Context: an optimization exercise on an open-source flow, tuned for small area and a short achievable clock period. The choices shown serve that exercise and are no tape-out recipe.
Where RTL was checked, it was by simulation tests only, not by an equivalence proof against the original.
Power figures rest on the tool's default switching activity, not on a simulated workload.

==> v6: inputs <==
Design fu_top, start of the top module:
module fu_top #(
  parameter int unsigned DIV_STAGE_BITS = 2
) (
  input  logic             clk_i,
  input  logic             rst_n_i,
  input  logic             ops_valid_i,
  input  logic             pea_ready_i,
  input  fu_pkg::data_t    a_i,
  input  fu_pkg::data_t    b_i,
  input  fu_pkg::fu_op_e   instr_i,
  input  fu_pkg::acc_len_t acc_len_i,
  output logic             valid_o,
  output logic             acc_loopback_o,
  output fu_pkg::data_t    res_o,
  output fu_pkg::data_t    rem_q_o
);
==> module div_pipe, before the edit <==
module div_pipe #(
  parameter logic [31:0] REG_AFTER = 32'h08420820
) (
  input  logic          clk_i,
  input  logic          rst_n_i,
  input  logic          in_valid_i,
  input  logic          pea_ready_i,
  input  fu_pkg::data_t a_i,
  input  fu_pkg::data_t b_i,
  output fu_pkg::data_t q_o,
  output fu_pkg::data_t r_o,
  output logic          valid_o
);
  localparam int unsigned NB = fu_pkg::N_BITS;
  function automatic int unsigned seg_begin(input int unsigned k);
    int unsigned n;
    int unsigned b;
    n = 0;
    b = (k == 0) ? 0 : NB;
    for (int unsigned j = 0; j < NB - 1; j++) begin
      if (REG_AFTER[j]) begin
        n = n + 1;
        if (n == k) b = j + 1;
      end
    end
    seg_begin = b;
  endfunction
  function automatic int unsigned seg_count();
    int unsigned n;
    n = 1;
    for (int unsigned j = 0; j < NB - 1; j++) begin
      if (REG_AFTER[j]) n = n + 1;
    end
    seg_count = n;
  endfunction
  localparam int unsigned NSEG = seg_count();
  fu_pkg::data_t rem   [NSEG+1];
  fu_pkg::data_t quo   [NSEG+1];
  fu_pkg::data_t dvs   [NSEG+1];
  logic          neg_q [NSEG+1];
  logic          neg_r [NSEG+1];
  logic          vld   [NSEG+1];
  logic a_neg;
  logic b_neg;
  logic b_zero;
  assign a_neg  = a_i[NB-1];
  assign b_neg  = b_i[NB-1];
  assign b_zero = (b_i == '0);
  assign rem[0]   = '0;
  assign quo[0]   = a_neg ? -a_i : a_i;
  assign dvs[0]   = b_neg ? -b_i : b_i;
  assign neg_q[0] = (a_neg ^ b_neg) & ~b_zero;
  assign neg_r[0] = a_neg;
  assign vld[0]   = in_valid_i;
  for (genvar k = 0; k < NSEG; k++) begin : g_seg
    localparam int unsigned B = seg_begin(k);
    localparam int unsigned E = seg_begin(k + 1);
    localparam int unsigned N = E - B;
    logic [((B > 0) ? B : 1)-1:0] rem_in;
    logic [E-1:0]                 rem_nxt;
    logic [N-1:0]                 q_bits;
    fu_pkg::data_t                quo_nxt;
    if (B > 0) begin : g_rin
      assign rem_in = rem[k][B-1:0];
    end else begin : g_rzero
      assign rem_in = 1'b0;
    end
    div_stage #(
      .J0(B),
      .N (N)
    ) div_stage_inst (
      .rem_i    (rem_in),
      .dvd_i    (quo[k][NB-1:NB-N]),
      .divisor_i(dvs[k]),
      .rem_o    (rem_nxt),
      .quo_o    (q_bits)
    );
    if (N < NB) begin : g_shift
      assign quo_nxt = {quo[k][NB-N-1:0], q_bits};
    end else begin : g_whole
      assign quo_nxt = q_bits;
    end
    if (REG_AFTER[E-1]) begin : g_reg
      logic [E-1:0]  rem_q;
      fu_pkg::data_t quo_q;
      fu_pkg::data_t dvs_q;
      logic          neg_q_q;
      logic          neg_r_q;
      logic          vld_q;
      always_ff @(posedge clk_i or negedge rst_n_i) begin
        if (!rst_n_i) begin
          vld_q <= 1'b0;
        end else if (pea_ready_i) begin
          vld_q <= vld[k];
        end
      end
      always_ff @(posedge clk_i) begin
        if (pea_ready_i) begin
          rem_q   <= rem_nxt;
          quo_q   <= quo_nxt;
          dvs_q   <= dvs[k];
          neg_q_q <= neg_q[k];
          neg_r_q <= neg_r[k];
        end
      end
      always_comb begin
        rem[k+1]        = '0;
        rem[k+1][E-1:0] = rem_q;
      end
      assign quo[k+1]   = quo_q;
      assign dvs[k+1]   = dvs_q;
      assign neg_q[k+1] = neg_q_q;
      assign neg_r[k+1] = neg_r_q;
      assign vld[k+1]   = vld_q;
    end else begin : g_comb
      always_comb begin
        rem[k+1]        = '0;
        rem[k+1][E-1:0] = rem_nxt;
      end
      assign quo[k+1]   = quo_nxt;
      assign dvs[k+1]   = dvs[k];
      assign neg_q[k+1] = neg_q[k];
      assign neg_r[k+1] = neg_r[k];
      assign vld[k+1]   = vld[k];
    end
  end
  assign q_o     = neg_q[NSEG] ? -quo[NSEG] : quo[NSEG];
  assign r_o     = neg_r[NSEG] ? -rem[NSEG] : rem[NSEG];
  assign valid_o = vld[NSEG];
endmodule
==> flow/config.mk <==
export PLATFORM = sky130hd
export DESIGN_NAME = fu_top
export DESIGN_NICKNAME = fu_top
export VERILOG_FILES = /design/flow/design.v
export SDC_FILE = /design/flow/constraint.sdc
export NUM_CORES = 4
export LEC_CHECK = 0
export ABC_AREA = 1
export CAP_MARGIN = 20
export CORE_MARGIN = 2
export CORE_UTILIZATION = 40
export PLACE_DENSITY = 0.6
export SETUP_SLACK_MARGIN = 2.0
export SLEW_MARGIN = 20
==> flow/constraint.sdc <==
create_clock -name core_clock -period 13.0 [get_ports {clk_i}]
set_input_delay 2.6000 -clock core_clock [delete_from_list [all_inputs] [get_ports {clk_i}]]
set_output_delay 2.6000 -clock core_clock [all_outputs]
set_load 0.01 [all_outputs]
run.sh (not shown) runs the stock make flow with config.mk's settings and CLKGATE_MAP_FILE= SYNTH_SCRIPT=/design/flow/synth_recipe.tcl, a recipe that flattens the netlist after the stock synthesis.
==> v26: changes against v6 <==
--- a/flow/design.v
+++ b/flow/design.v
@@ -22,2 +22,18 @@
   } fu_op_e;
+  function automatic logic [N_BITS:0] div_step(input logic [N_BITS-1:0] rem,
+                                               input logic              dvd_bit,
+                                               input logic [N_BITS-1:0] dvs,
+                                               input int unsigned       j);
+    logic [N_BITS-1:0] mask;
+    logic [N_BITS-1:0] rem_ext;
+    logic [N_BITS:0]   diff;
+    logic              hi_zero;
+    logic              fits;
+    mask    = (j >= N_BITS - 1) ? '1 : ((N_BITS'(1) << (j + 1)) - N_BITS'(1));
+    rem_ext = {rem[N_BITS-2:0], dvd_bit} & mask;
+    hi_zero = ((dvs & ~mask) == '0);
+    diff    = {1'b0, rem_ext} - {1'b0, dvs & mask};
+    fits    = hi_zero & ~diff[N_BITS];
+    div_step = {fits, (fits ? diff[N_BITS-1:0] : rem_ext) & mask};
+  endfunction
 endpackage
@@ -264,3 +280,2 @@
     localparam int unsigned N = E - B;
-    logic [((B > 0) ? B : 1)-1:0] rem_in;
     logic [E-1:0]                 rem_nxt;
@@ -268,17 +283,16 @@
     fu_pkg::data_t                quo_nxt;
-    if (B > 0) begin : g_rin
-      assign rem_in = rem[k][B-1:0];
-    end else begin : g_rzero
-      assign rem_in = 1'b0;
-    end
-    div_stage #(
-      .J0(B),
-      .N (N)
-    ) div_stage_inst (
-      .rem_i    (rem_in),
-      .dvd_i    (quo[k][NB-1:NB-N]),
-      .divisor_i(dvs[k]),
-      .rem_o    (rem_nxt),
-      .quo_o    (q_bits)
-    );
+    always_comb begin
+      fu_pkg::data_t r;
+      fu_pkg::data_t d;
+      logic [NB:0]   st;
+      r = rem[k];
+      d = quo[k];
+      for (int unsigned j = B; j < E; j++) begin
+        st = fu_pkg::div_step(r, d[NB-1], dvs[k], j);
+        r  = st[NB-1:0];
+        d  = {d[NB-2:0], st[NB]};
+      end
+      rem_nxt = r[E-1:0];
+      q_bits  = d[N-1:0];
+    end
     if (N < NB) begin : g_shift
- SETUP_SLACK_MARGIN: 2.0 -> default
- SYNTH_HIERARCHICAL: default -> 1
==> qor summary <==
metric                                                                                                           v6                                              v26
Power Combinational                                                                                        16600 µW                                         14300 µW
Fill cell count                                                                                               16800                                            18700
Number of placed instances with taps included                                                                 12900                                            13800
Sequential share of cell area                                                                                 14.8%                                            15.4%
Portion of synthesized cell area occupied by the leading cell type                                            18.0%                                            17.4%
Area of the die                                                                                           0.177 mm²                                        0.184 mm²
Post-route design area                                                                                   0.0881 mm²                                       0.0847 mm²
Terminus of the critical flop-to-flop path                          div_pipe_inst.g_seg[1].g_reg.quo_q[0]$_DFFE_PP_  div_pipe_inst.g_seg[3].g_reg.rem_q[8]$_DFFE_PP_
Invs w/o clock                                                                                                 1230                                             1373
Total power                                                                                                19900 µW                                         17600 µW
Critical path class                                                                             flop to output port                         input pin to output port
Status                                                                                               finished clean                                   finished clean
Layout Area Growth over Synthesis                                                                             26.8%                                            17.5%
First-pass GRT wire length                                                                                453000 µm                                        459000 µm
Final Worst Setup Slack                                                                                    0.835 ns                                         0.385 ns
No functional check of the RTL was part of v26.

[what the ideal ports hide]
The flow's constraints put no driver on any port. The routed layouts listed below were extracted and timed again, unchanged, in two steps. Step 1 sets driving cells, clkbuf_16 on the clock port and buf_2 on the other inputs (assumed; they add their load-dependent delay and slew). Step 2 moves the port delays by t, midway between the first and last clock arrival at a register: inputs arrive t later, outputs are due t later. That takes back most of the time a late clock gives input paths. a / b / c = no drivers / after step 1 / after step 2; a / b = the first two.
run	shift t [ns]	setup WS [ns]	slew at the worst register clock pin (ns)
v6	0.700	0.835 / 0.756 / 0.551	0.08 / 0.08
v26	0.732	0.385 / 0.231 / 0.210	0.07 / 0.07
After both steps setup and hold are still met in every run listed. For v6, which loses most, drivers alone change the setup slack by -0.079 ns; drivers and shift together by -0.284 ns.
